From an optimization exercise on the open Yosys and OpenROAD flow, aimed at a short achievable clock period and few clock cycles; shortcuts taken in it are not production practice. Function was checked by simulation only, so behaviour that the tests miss may differ from the original. Power figures rest on the tool's default switching activity, not on a simulated workload.

[flow/design.v]
package mipsPkg;
    typedef logic [31:0] wordT;
    typedef logic [29:0] wordAddrT;
    typedef logic [4:0]  regIdxT;
    typedef logic [15:0] immT;
    localparam wordT ResetPc = 32'h0000_0000;
    localparam int   NumRegs = 32;
    typedef enum logic [5:0] {
        opRtype = 6'h00,
        opJ     = 6'h02,
        opBeq   = 6'h04,
        opAddi  = 6'h08,
        opLw    = 6'h23,
        opSw    = 6'h2b
    } opcodeT;
    typedef enum logic [5:0] {
        fnAdd = 6'h20,
        fnSub = 6'h22,
        fnAnd = 6'h24,
        fnOr  = 6'h25,
        fnSlt = 6'h2a
    } functT;
    typedef enum logic [2:0] {
        aluAdd = 3'd0,
        aluSub = 3'd1,
        aluAnd = 3'd2,
        aluOr  = 3'd3,
        aluSlt = 3'd4
    } aluCtrlT;
    typedef enum logic [1:0] {
        fwdNone = 2'd0,
        fwdMem  = 2'd1,
        fwdWb   = 2'd2
    } fwdSelT;
    typedef struct packed {
        logic    regWrite;
        logic    memRead;
        logic    memWrite;
        logic    branch;
        logic    aluSrcImm;
        aluCtrlT aluCtrl;
    } ctrlT;
    typedef struct packed {
        wordT instr;
        wordT pcPlus4;
    } ifIdRegT;
    typedef struct packed {
        ctrlT   ctrl;
        regIdxT rs;
        regIdxT rt;
        regIdxT wsel;
        wordT   opA;
        wordT   opB;
        wordT   imm;
        wordT   branchTarget;
    } idExRegT;
    typedef struct packed {
        logic   regWrite;
        logic   memRead;
        logic   memWrite;
        logic   branch;
        logic   zero;
        wordT   aluOut;
        wordT   storeData;
        regIdxT wsel;
        wordT   branchTarget;
    } exMemRegT;
    typedef struct packed {
        logic   regWrite;
        logic   memRead;
        wordT   aluOut;
        wordT   loadData;
        regIdxT wsel;
    } memWbRegT;
endpackage
`timescale 1ns/1ns
module registerFile (
    input  logic   clk,
    input  logic   rst_n,
    input  logic   writeEn,
    input  mipsPkg::regIdxT writeIdx,
    input  mipsPkg::wordT   writeData,
    input  mipsPkg::regIdxT readIdxA,
    input  mipsPkg::regIdxT readIdxB,
    output mipsPkg::wordT   readA,
    output mipsPkg::wordT   readB
);
    mipsPkg::wordT regs [mipsPkg::NumRegs];
    always_ff @(posedge clk or negedge rst_n) begin
        if (!rst_n) begin
            for (int i = 0; i < mipsPkg::NumRegs; i++) begin
                regs[i] <= '0;
            end
        end else if (writeEn && writeIdx != '0) begin
            regs[writeIdx] <= writeData;
        end
    end
    assign readA = (readIdxA == '0) ? '0 :
                   (writeEn && writeIdx == readIdxA) ? writeData : regs[readIdxA];
    assign readB = (readIdxB == '0) ? '0 :
                   (writeEn && writeIdx == readIdxB) ? writeData : regs[readIdxB];
endmodule
`timescale 1ns/1ns
module fetchStage (
    input  logic     clk,
    input  logic     rst_n,
    input  logic     freeze,
    input  logic     loadStall,
    input  logic     flushIfId,
    input  logic     jumpTaken,
    input  mipsPkg::wordT     jumpTarget,
    input  mipsPkg::exMemRegT exMem,
    output mipsPkg::wordAddrT icacheAddr,
    input  mipsPkg::wordT     icacheRdata,
    output mipsPkg::ifIdRegT  ifId
);
    mipsPkg::wordT pc;
    mipsPkg::wordT pcPlus4;
    logic branchTaken;
    assign pcPlus4     = pc + 32'd4;
    assign branchTaken = exMem.branch && exMem.zero;
    assign icacheAddr  = pc[31:2];
    always_ff @(posedge clk or negedge rst_n) begin
        if (!rst_n) begin
            pc <= mipsPkg::ResetPc;
        end else if (!freeze) begin
            if (branchTaken) begin
                pc <= exMem.branchTarget;
            end else if (!loadStall) begin
                pc <= jumpTaken ? jumpTarget : pcPlus4;
            end
        end
    end
    always_ff @(posedge clk or negedge rst_n) begin
        if (!rst_n) begin
            ifId <= '0;
        end else if (!freeze) begin
            if (flushIfId) begin
                ifId <= '0;
            end else if (!loadStall) begin
                ifId.instr   <= icacheRdata;
                ifId.pcPlus4 <= pcPlus4;
            end
        end
    end
endmodule
`timescale 1ns/1ns
module decodeStage (
    input  logic     clk,
    input  logic     rst_n,
    input  logic     freeze,
    input  logic     loadStall,
    input  logic     flushIdEx,
    input  mipsPkg::ifIdRegT  ifId,
    input  mipsPkg::memWbRegT memWb,
    input  mipsPkg::wordT     wbData,
    output mipsPkg::idExRegT  idEx,
    output logic     jumpTaken,
    output mipsPkg::wordT     jumpTarget
);
    mipsPkg::opcodeT  opcode;
    mipsPkg::functT   funct;
    mipsPkg::regIdxT  rs;
    mipsPkg::regIdxT  rt;
    mipsPkg::regIdxT  rd;
    mipsPkg::immT     imm;
    mipsPkg::wordT    immExt;
    mipsPkg::wordT    regA;
    mipsPkg::wordT    regB;
    mipsPkg::ctrlT    ctrl;
    mipsPkg::idExRegT idExNext;
    assign opcode = mipsPkg::opcodeT'(ifId.instr[31:26]);
    assign funct  = mipsPkg::functT'(ifId.instr[5:0]);
    assign rs     = ifId.instr[25:21];
    assign rt     = ifId.instr[20:16];
    assign rd     = ifId.instr[15:11];
    assign imm    = ifId.instr[15:0];
    assign immExt = {{16{imm[15]}}, imm};
    assign jumpTaken  = (opcode == mipsPkg::opJ);
    assign jumpTarget = {ifId.pcPlus4[31:28], ifId.instr[25:0], 2'b00};
    always_comb begin
        ctrl = '0;
        case (opcode)
            mipsPkg::opRtype: begin
                ctrl.regWrite = 1'b1;
                case (funct)
                    mipsPkg::fnAdd:   ctrl.aluCtrl = mipsPkg::aluAdd;
                    mipsPkg::fnSub:   ctrl.aluCtrl = mipsPkg::aluSub;
                    mipsPkg::fnAnd:   ctrl.aluCtrl = mipsPkg::aluAnd;
                    mipsPkg::fnOr:    ctrl.aluCtrl = mipsPkg::aluOr;
                    mipsPkg::fnSlt:   ctrl.aluCtrl = mipsPkg::aluSlt;
                    default: ctrl = '0;
                endcase
            end
            mipsPkg::opAddi: begin
                ctrl.regWrite  = 1'b1;
                ctrl.aluSrcImm = 1'b1;
            end
            mipsPkg::opLw: begin
                ctrl.regWrite  = 1'b1;
                ctrl.memRead   = 1'b1;
                ctrl.aluSrcImm = 1'b1;
            end
            mipsPkg::opSw: begin
                ctrl.memWrite  = 1'b1;
                ctrl.aluSrcImm = 1'b1;
            end
            mipsPkg::opBeq: begin
                ctrl.branch  = 1'b1;
                ctrl.aluCtrl = mipsPkg::aluSub;
            end
            default: ctrl = '0;
        endcase
    end
    registerFile registerFile_i (
        .clk       (clk),
        .rst_n     (rst_n),
        .writeEn   (memWb.regWrite),
        .writeIdx  (memWb.wsel),
        .writeData (wbData),
        .readIdxA  (rs),
        .readIdxB  (rt),
        .readA     (regA),
        .readB     (regB)
    );
    always_comb begin
        idExNext.ctrl         = ctrl;
        idExNext.rs           = rs;
        idExNext.rt           = rt;
        idExNext.wsel         = (opcode == mipsPkg::opRtype) ? rd : rt;
        idExNext.opA          = regA;
        idExNext.opB          = regB;
        idExNext.imm          = immExt;
        idExNext.branchTarget = ifId.pcPlus4 + {immExt[29:0], 2'b00};
        if (flushIdEx || loadStall) begin
            idExNext.ctrl = '0;
        end
    end
    always_ff @(posedge clk or negedge rst_n) begin
        if (!rst_n) begin
            idEx <= '0;
        end else if (!freeze) begin
            idEx <= idExNext;
        end
    end
endmodule
`timescale 1ns/1ns
module hazardUnit (
    input  mipsPkg::wordT     instr,
    input  mipsPkg::idExRegT  idEx,
    input  mipsPkg::exMemRegT exMem,
    input  logic     jumpTaken,
    input  logic     icacheStall,
    input  logic     dcacheStall,
    output logic     freeze,
    output logic     loadStall,
    output logic     flushIfId,
    output logic     flushIdEx,
    output logic     flushExMem
);
    mipsPkg::regIdxT rs;
    mipsPkg::regIdxT rt;
    logic   branchTaken;
    logic   useMatch;
    assign rs = instr[25:21];
    assign rt = instr[20:16];
    assign freeze = icacheStall || dcacheStall;
    assign useMatch  = idEx.ctrl.memRead && (idEx.rt == rs || idEx.rt == rt);
    assign loadStall = useMatch && !jumpTaken;
    assign branchTaken = exMem.branch && exMem.zero;
    assign flushIfId   = branchTaken || jumpTaken;
    assign flushIdEx   = branchTaken;
    assign flushExMem  = branchTaken;
endmodule
`timescale 1ns/1ns
module executeStage (
    input  logic     clk,
    input  logic     rst_n,
    input  logic     freeze,
    input  logic     flushExMem,
    input  mipsPkg::idExRegT  idEx,
    input  mipsPkg::memWbRegT memWb,
    input  mipsPkg::wordT     wbData,
    output mipsPkg::exMemRegT exMem
);
    mipsPkg::fwdSelT fwdA;
    mipsPkg::fwdSelT fwdB;
    mipsPkg::wordT   opA;
    mipsPkg::wordT   opBReg;
    mipsPkg::wordT   opB;
    mipsPkg::wordT   aluResult;
    always_comb begin
        if (exMem.regWrite && exMem.wsel != '0 && exMem.wsel == idEx.rs) begin
            fwdA = mipsPkg::fwdMem;
        end else if (memWb.regWrite && memWb.wsel != '0 && memWb.wsel == idEx.rs) begin
            fwdA = mipsPkg::fwdWb;
        end else begin
            fwdA = mipsPkg::fwdNone;
        end
        if (exMem.regWrite && exMem.wsel != '0 && exMem.wsel == idEx.rt) begin
            fwdB = mipsPkg::fwdMem;
        end else if (memWb.regWrite && memWb.wsel != '0 && memWb.wsel == idEx.rt) begin
            fwdB = mipsPkg::fwdWb;
        end else begin
            fwdB = mipsPkg::fwdNone;
        end
        case (fwdA)
            mipsPkg::fwdMem: opA = exMem.aluOut;
            mipsPkg::fwdWb:  opA = wbData;
            default:         opA = idEx.opA;
        endcase
        case (fwdB)
            mipsPkg::fwdMem: opBReg = exMem.aluOut;
            mipsPkg::fwdWb:  opBReg = wbData;
            default:         opBReg = idEx.opB;
        endcase
        opB = idEx.ctrl.aluSrcImm ? idEx.imm : opBReg;
    end
    always_comb begin
        case (idEx.ctrl.aluCtrl)
            mipsPkg::aluAdd:  aluResult = opA + opB;
            mipsPkg::aluSub:  aluResult = opA - opB;
            mipsPkg::aluAnd:  aluResult = opA & opB;
            mipsPkg::aluOr:   aluResult = opA | opB;
            mipsPkg::aluSlt:  aluResult = {31'd0, $signed(opA) < $signed(opB)};
            default: aluResult = '0;
        endcase
    end
    always_ff @(posedge clk or negedge rst_n) begin
        if (!rst_n) begin
            exMem <= '0;
        end else if (!freeze) begin
            if (flushExMem) begin
                exMem <= '0;
            end else begin
                exMem.regWrite     <= idEx.ctrl.regWrite;
                exMem.memRead      <= idEx.ctrl.memRead;
                exMem.memWrite     <= idEx.ctrl.memWrite;
                exMem.branch       <= idEx.ctrl.branch;
                exMem.zero         <= (aluResult == '0);
                exMem.aluOut       <= aluResult;
                exMem.storeData    <= opBReg;
                exMem.wsel         <= idEx.wsel;
                exMem.branchTarget <= idEx.branchTarget;
            end
        end
    end
endmodule
`timescale 1ns/1ns
module memWriteback (
    input  logic     clk,
    input  logic     rst_n,
    input  logic     freeze,
    input  mipsPkg::exMemRegT exMem,
    output logic     dcacheRen,
    output logic     dcacheWen,
    output mipsPkg::wordAddrT dcacheAddr,
    output mipsPkg::wordT     dcacheWdata,
    input  mipsPkg::wordT     dcacheRdata,
    output mipsPkg::memWbRegT memWb,
    output mipsPkg::wordT     wbData
);
    assign dcacheRen   = exMem.memRead;
    assign dcacheWen   = exMem.memWrite;
    assign dcacheAddr  = exMem.aluOut[31:2];
    assign dcacheWdata = exMem.storeData;
    always_ff @(posedge clk or negedge rst_n) begin
        if (!rst_n) begin
            memWb <= '0;
        end else if (!freeze) begin
            memWb.regWrite <= exMem.regWrite;
            memWb.memRead  <= exMem.memRead;
            memWb.aluOut   <= exMem.aluOut;
            memWb.loadData <= dcacheRdata;
            memWb.wsel     <= exMem.wsel;
        end
    end
    assign wbData = memWb.memRead ? memWb.loadData : memWb.aluOut;
endmodule
`timescale 1ns/1ns
module mipsPipeline (
    input  logic     clk,
    input  logic     rst_n,
    output mipsPkg::wordAddrT icacheAddr,
    input  mipsPkg::wordT     icacheRdata,
    input  logic     icacheStall,
    output logic     dcacheRen,
    output logic     dcacheWen,
    output mipsPkg::wordAddrT dcacheAddr,
    output mipsPkg::wordT     dcacheWdata,
    input  mipsPkg::wordT     dcacheRdata,
    input  logic     dcacheStall
);
    mipsPkg::ifIdRegT  ifId;
    mipsPkg::idExRegT  idEx;
    mipsPkg::exMemRegT exMem;
    mipsPkg::memWbRegT memWb;
    mipsPkg::wordT     wbData;
    mipsPkg::wordT     jumpTarget;
    logic     jumpTaken;
    logic     freeze;
    logic     loadStall;
    logic     flushIfId;
    logic     flushIdEx;
    logic     flushExMem;
    fetchStage fetchStage_i (
        .clk, .rst_n, .freeze, .loadStall, .flushIfId, .jumpTaken, .jumpTarget,
        .exMem, .icacheAddr, .icacheRdata, .ifId
    );
    decodeStage decodeStage_i (
        .clk, .rst_n, .freeze, .loadStall, .flushIdEx, .ifId, .memWb, .wbData,
        .idEx, .jumpTaken, .jumpTarget
    );
    executeStage executeStage_i (
        .clk, .rst_n, .freeze, .flushExMem, .idEx, .memWb, .wbData, .exMem
    );
    memWriteback memWriteback_i (
        .clk, .rst_n, .freeze, .exMem, .dcacheRen, .dcacheWen, .dcacheAddr,
        .dcacheWdata, .dcacheRdata, .memWb, .wbData
    );
    hazardUnit hazardUnit_i (
        .instr       (ifId.instr),
        .idEx        (idEx),
        .exMem       (exMem),
        .jumpTaken   (jumpTaken),
        .icacheStall (icacheStall),
        .dcacheStall (dcacheStall),
        .freeze      (freeze),
        .loadStall   (loadStall),
        .flushIfId   (flushIfId),
        .flushIdEx   (flushIdEx),
        .flushExMem  (flushExMem)
    );
endmodule
[flow/run.sh]
#!/bin/bash
# synth_recipe.tcl (not shown) runs the flow's synth.tcl, then flattens the netlist and writes it again
# the make line also repeats each setting of config.mk as NAME=value (left out here)
make -C /OpenROAD-flow-scripts/flow DESIGN_CONFIG=/design/flow/config.mk WORK_HOME=/design/flow/orfs CLKGATE_MAP_FILE= SYNTH_SCRIPT=/design/flow/synth_recipe.tcl finish
[flow/config.mk]
export PLATFORM = sky130hd
export DESIGN_NAME = mipsPipeline
export DESIGN_NICKNAME = mipsPipeline
export VERILOG_FILES = /design/flow/design.v
export SDC_FILE = /design/flow/constraint.sdc
export NUM_CORES = 4
export LEC_CHECK = 0
export CAP_MARGIN = 20
export CORE_MARGIN = 10
export CORE_UTILIZATION = 30
export PLACE_DENSITY = 0.4
export SLEW_MARGIN = 20
[flow/constraint.sdc]
create_clock -name core_clock -period 8.0 [get_ports {clk}]
set_input_delay 1.6000 -clock core_clock [delete_from_list [all_inputs] [get_ports {clk}]]
set_output_delay 1.6000 -clock core_clock [all_outputs]
set_load 0.01 [all_outputs]
==> results.txt <==
# TYPE chip_impl_metric gauge
chip_impl_metric{name="place_inst",unit=""} 10800
chip_impl_info{name="outcome",value="finished clean"} 1
chip_impl_metric{name="worstPathRequired",unit="ns"} 8.75
chip_impl_metric{name="grt_max_degree",unit=""} 162
chip_impl_metric{name="design_power_total",unit="mW"} 23.9
chip_impl_metric{name="final_util",unit="%"} 35.0
chip_impl_metric{name="die_w",unit="um"} 509
chip_impl_info{name="worstSetupStartpoint",value="memWriteback_i.memWb[1]$_DFFE_PN0P_"} 1
chip_impl_metric{name="drcViolationCount",unit=""} 0
chip_impl_metric{name="post_cts_setup_buffer_count",unit=""} 0
chip_impl_info{name="clockRootBuffer",value="sky130_fd_sc_hd__clkbuf_16"} 1
chip_impl_info{name="ys_top_cells_by_count",value="sky130_fd_sc_hd__dfrtp_1, sky130_fd_sc_hd__nand2_1, sky130_fd_sc_hd__nor2_1"} 1
chip_impl_metric{name="initialDrtViolationCount",unit=""} 8299
chip_impl_metric{name="power-per-cell-area",unit="mW/mm^2"} 287
chip_impl_metric{name="io-pin-count",unit=""} 162
chip_impl_metric{name="critPathArrivalTime",unit="ns"} 7.47
chip_impl_metric{name="post_synth_edffs",unit=""} 0
chip_impl_metric{name="ys_seq_area_share",unit="%"} 48.6
chip_impl_metric{name="final_nets",unit=""} 7993
chip_impl_metric{name="grt_pass1_vias",unit=""} 64600
chip_impl_metric{name="max_slew.worst_pin.slew",unit="ns"} 1.29
chip_impl_metric{name="detailedRoute.firstPassIterationCount",unit=""} 9
chip_impl_metric{name="power_leakage",unit="nW"} 35.5
chip_impl_metric{name="initial_core_util",unit="%"} 30.1
chip_impl_metric{name="wire_per_inst",unit="um"} 34.8
chip_impl_metric{name="routed_via_density",unit=""} 6.04
chip_impl_metric{name="netlist.area_leader.share",unit="%"} 48.6
chip_impl_metric{name="cts.htree.levels",unit=""} 4
chip_impl_metric{name="synth_area_per_cell",unit="um^2"} 8.97
chip_impl_metric{name="async_flop_share",unit="%"} 100
chip_impl_info{name="crit_type",value="reg -> reg"} 1
chip_impl_info{name="rsz0062_at_grt",value="false"} 1
chip_impl_metric{name="yosys_warnings",unit=""} 6
chip_impl_metric{name="timing_max_transition_violations_final",unit=""} 0
chip_impl_info{name="holdCritPathClass",value="reg -> reg"} 1
chip_impl_metric{name="gr-total-overflow",unit=""} 0
chip_impl_metric{name="worst_ir_drop_vdd",unit="V"} 0.000226
chip_impl_metric{name="fmax",unit="MHz"} 149
chip_impl_metric{name="grt_pass1_wl",unit="um"} 537000
chip_impl_info{name="worstSetupStartpointType",value="flip-flop"} 1
chip_impl_metric{name="cts_buffers",unit=""} 170
chip_impl_metric{name="antenna_found_initial",unit=""} 17
chip_impl_metric{name="grt_usage",unit="%"} 28.9
chip_impl_info{name="reg2reg_from",value="memWriteback_i.memWb[1]$_DFFE_PN0P_"} 1
chip_impl_metric{name="placement.io_buffers",unit=""} 161
chip_impl_info{name="cp-end-kind",value="flip-flop"} 1
chip_impl_metric{name="postPlaceCellArea",unit="mm^2"} 0.0773
chip_impl_metric{name="drv_cap",unit=""} 0
chip_impl_metric{name="number_of_different_library_cells_in_the_post_synthesis_netlist",unit=""} 90
chip_impl_info{name="dominantRegCellSynth",value="sky130_fd_sc_hd__dfrtp_1"} 1
chip_impl_metric{name="routed-via-count",unit=""} 67000
chip_impl_metric{name="fin_setup_tns",unit="ns"} 0
chip_impl_metric{name="dp_hpwl",unit="um"} 234000
chip_impl_metric{name="final_period_minus_worst_setup_slack",unit="ns"} 6.72
chip_impl_metric{name="relSlewSlack",unit="%"} 13.5
chip_impl_metric{name="ctsLongestPathBuffers",unit=""} 3
chip_impl_metric{name="clk_pin_slew",unit="ns"} 0.07
chip_impl_metric{name="die_ar",unit="mm^2"} 0.259
chip_impl_metric{name="syn-instance-count",unit=""} 7990
chip_impl_metric{name="number_of_nets_in_the_synthesized_netlist",unit=""} 8191
chip_impl_metric{name="number_of_hold_buffers_added_after_cts",unit=""} 0
chip_impl_info{name="ys_top_cells_by_area",value="sky130_fd_sc_hd__dfrtp_1, sky130_fd_sc_hd__nand2_1, sky130_fd_sc_hd__o21ai_0"} 1
chip_impl_metric{name="row_count",unit=""} 179
chip_impl_info{name="tritoncts",value="built"} 1
chip_impl_metric{name="antenna_violating_nets_post_route",unit=""} 0
chip_impl_metric{name="postSynthRegisterBits",unit=""} 1392
chip_impl_info{name="min_from",value="decodeStage_i.idEx[83]$_DFFE_PN0P_"} 1
chip_impl_metric{name="resized_after_cts",unit=""} 0
chip_impl_metric{name="areaGrowthSynthToFinish",unit="%"} 16.1
chip_impl_metric{name="synth_area",unit="mm^2"} 0.0717
chip_impl_metric{name="gp_congestion",unit=""} 0.881
chip_impl_metric{name="setup-violations-final",unit=""} 0
chip_impl_metric{name="post_route_skew",unit="ns"} 0.0377
chip_impl_info{name="post-synth-top-count-cell",value="sky130_fd_sc_hd__dfrtp_1"} 1
chip_impl_metric{name="postRouteWirelength",unit="um"} 386000
chip_impl_metric{name="cts_sinks",unit=""} 1392
chip_impl_metric{name="postLayoutCellArea",unit="mm^2"} 0.0832
chip_impl_metric{name="finalNonFillerCells",unit=""} 11100
chip_impl_metric{name="crit_fanout",unit=""} 61
chip_impl_metric{name="die_height",unit="um"} 509
chip_impl_metric{name="number_of_failing_hold_endpoints_at_the_final_stage",unit=""} 0
chip_impl_info{name="yosysTopAreaCell",value="sky130_fd_sc_hd__dfrtp_1"} 1
chip_impl_metric{name="timing.final.crit_share",unit="%"} 84.0
chip_impl_metric{name="drive_gt1_share",unit="%"} 9.86
chip_impl_metric{name="core_region_area",unit="mm^2"} 0.238
chip_impl_metric{name="clkLatencyLatePin",unit="ns"} 0.86
[worst max-delay path: stages, from the launching register on]
cell and delay (ns):
sky130_fd_sc_hd__dfrtp_1 0.69, sky130_fd_sc_hd__or2_2 0.36, sky130_fd_sc_hd__o41ai_1 0.15, sky130_fd_sc_hd__nor4_2 0.59, sky130_fd_sc_hd__buf_4 0.57, sky130_fd_sc_hd__nand2_1 0.10
sky130_fd_sc_hd__o21ai_0 0.10, sky130_fd_sc_hd__o21ai_0 0.15, sky130_fd_sc_hd__inv_1 0.14, sky130_fd_sc_hd__ha_1 0.22, sky130_fd_sc_hd__inv_1 0.08, sky130_fd_sc_hd__fa_1 0.44
sky130_fd_sc_hd__nor2b_1 0.17, sky130_fd_sc_hd__o311ai_1 0.48, sky130_fd_sc_hd__o21a_2 0.33, sky130_fd_sc_hd__o211ai_1 0.28, sky130_fd_sc_hd__o31ai_1 0.37, sky130_fd_sc_hd__a211oi_1 0.12
sky130_fd_sc_hd__nand3b_1 0.22, sky130_fd_sc_hd__or4_1 0.50, sky130_fd_sc_hd__nor4_2 0.14, sky130_fd_sc_hd__nand4_1 0.14, sky130_fd_sc_hd__o31ai_1 0.29
[layout by cell type, fill, tap and decap left out, drive strengths merged, types with 38 or more instances in the layout]
master         Yosys  layout
clkbuf           655     251
xnor2             69      69
nand3             63      63
dfrtp           1392    1392
a22oi            117     117
a222oi            64      64
inv              113     119
o22ai             69      69
ha               130     130
o21ai            779     779
nor3              40      40
a211oi            42      42
o21a              38      38
xor2              45      45
nand4            140     140
nand2           1230    1230
o31ai             38      38
clkdlybuf4s50      0     160
a21oi            752     752
buf              117     242
mux2i             38      38
mux2              79      79
nor2             816     816
a22o             424     424
a221oi           388     388
[path summary, 6_finish.rpt]
kind	slack, ns	depth (start not counted)	to
setup / recovery	1.28	22	executeStage_i.exMem[101]$_DFFE_PN0P_
hold / removal	0.47	2	decodeStage_i.idEx[83]$_DFFE_PN0P_
setup reg to reg	1.28	22	executeStage_i.exMem[101]$_DFFE_PN0P_
hold reg to reg	0.47	2	decodeStage_i.idEx[83]$_DFFE_PN0P_
max in group asynchronous	5.35	3	decodeStage_i.registerFile_i.regs[10][23]$_DFFE_PN0P_
min in group asynchronous	0.65	1	executeStage_i.exMem[9]$_DFFE_PN0P_
[power breakdown]
| group | leakage, nW | switching (mW) | internal, mW |
|---|---|---|---|
| combinational | 13.7 | 4.06 | 2.06 |
| sequential | 19.0 | 1.34 | 8.18 |
| clock | 2.87 | 3.40 | 4.84 |
[through the flow]
step / worst slack (ns) / hold slack [ns]
after floorplan: 2.27 / 0.438
after global placement: 1.25 / 0.461
after detailed placement: 1.24 / 0.465
after CTS: 1.19 / 0.478
after global routing: 0.791 / 0.503
final: 1.28 / 0.474
[cell type report]
class | instances | area (um^2)
clock inverter | 57 | 792
inverter | 113 | 424
sequential | 1392 | 34800
fill | 24200 | 155000
timing repair buffer | 402 | 3640
tap | 3167 | 3960
clock buffer | 251 | 5060
antenna | 9 | 22.5
multi-input combinational | 5713 | 34500
[state kept, by name, summed over array words and instances, names as in the netlist]
| name | cells |
|---|---|
| decodeStage_i.idEx | 133 |
| decodeStage_i.registerFile_i.regs | 992 |
| executeStage_i.exMem | 104 |
| fetchStage_i.ifId | 62 |
| fetchStage_i.pc | 30 |
| memWriteback_i.memWb | 71 |
[layer usage]
layer	vias up	track usage, %	part of all wire (%)
met5	-	0.148	0.0034
met4	2	12.6	5.0
met3	1001	7.41	9.3
met2	3763	43.4	43
met1	33700	39.3	43
li1	28600	-	-
[cells by family (layout without fill, tap and decap cells)]
logic type | after synthesis | count (layout) | share of synthesized area, %
AND/OR/NAND/NOR | 2486 | 2486 | 14.6
buffers and inverters | 885 | 823 | 5.01
AO/OA/AOI/OAI | 2862 | 2862 | 26.3
XOR/XNOR | 114 | 114 | 1.39
multiplexers | 118 | 118 | 1.80
flip-flops | 1392 | 1392 | 48.6
other | 0 | 9 | 0
adder cells (fa/ha/maj) | 133 | 133 | 2.35
Testbench counts, summed over its fixed seeds: cycles 206,921.

afterwards: timing with drivers on the ports:
The results above use ideal ports. As a check the final layout listed here was re-extracted and re-timed, cells and wires unchanged.
Step 1 (the two cells are an assumption about what drives the block):
set clk [get_ports {clk}]
set_driving_cell -lib_cell sky130_fd_sc_hd__clkbuf_16 $clk
set_driving_cell -lib_cell sky130_fd_sc_hd__buf_2 [delete_from_list [all_inputs] $clk]
Step 2 times the ports against the registers' clock, not the clock port: input delays grow and output delays shrink by t, the midpoint of the rising clock arrivals with the driver on.
a / b / c = ideal ports / drivers / drivers and shift; a / b = the first two.
shift t [ns]: 0.934
slack for setup (ns): 1.278 / 1.278 / 1.278
latest minus earliest clock arrival (ns): 0.047 / 0.047
After both steps setup and hold are still met in this run. The setup slack of this run moves by 0.000 ns with the drivers and by 0.000 ns with both steps.
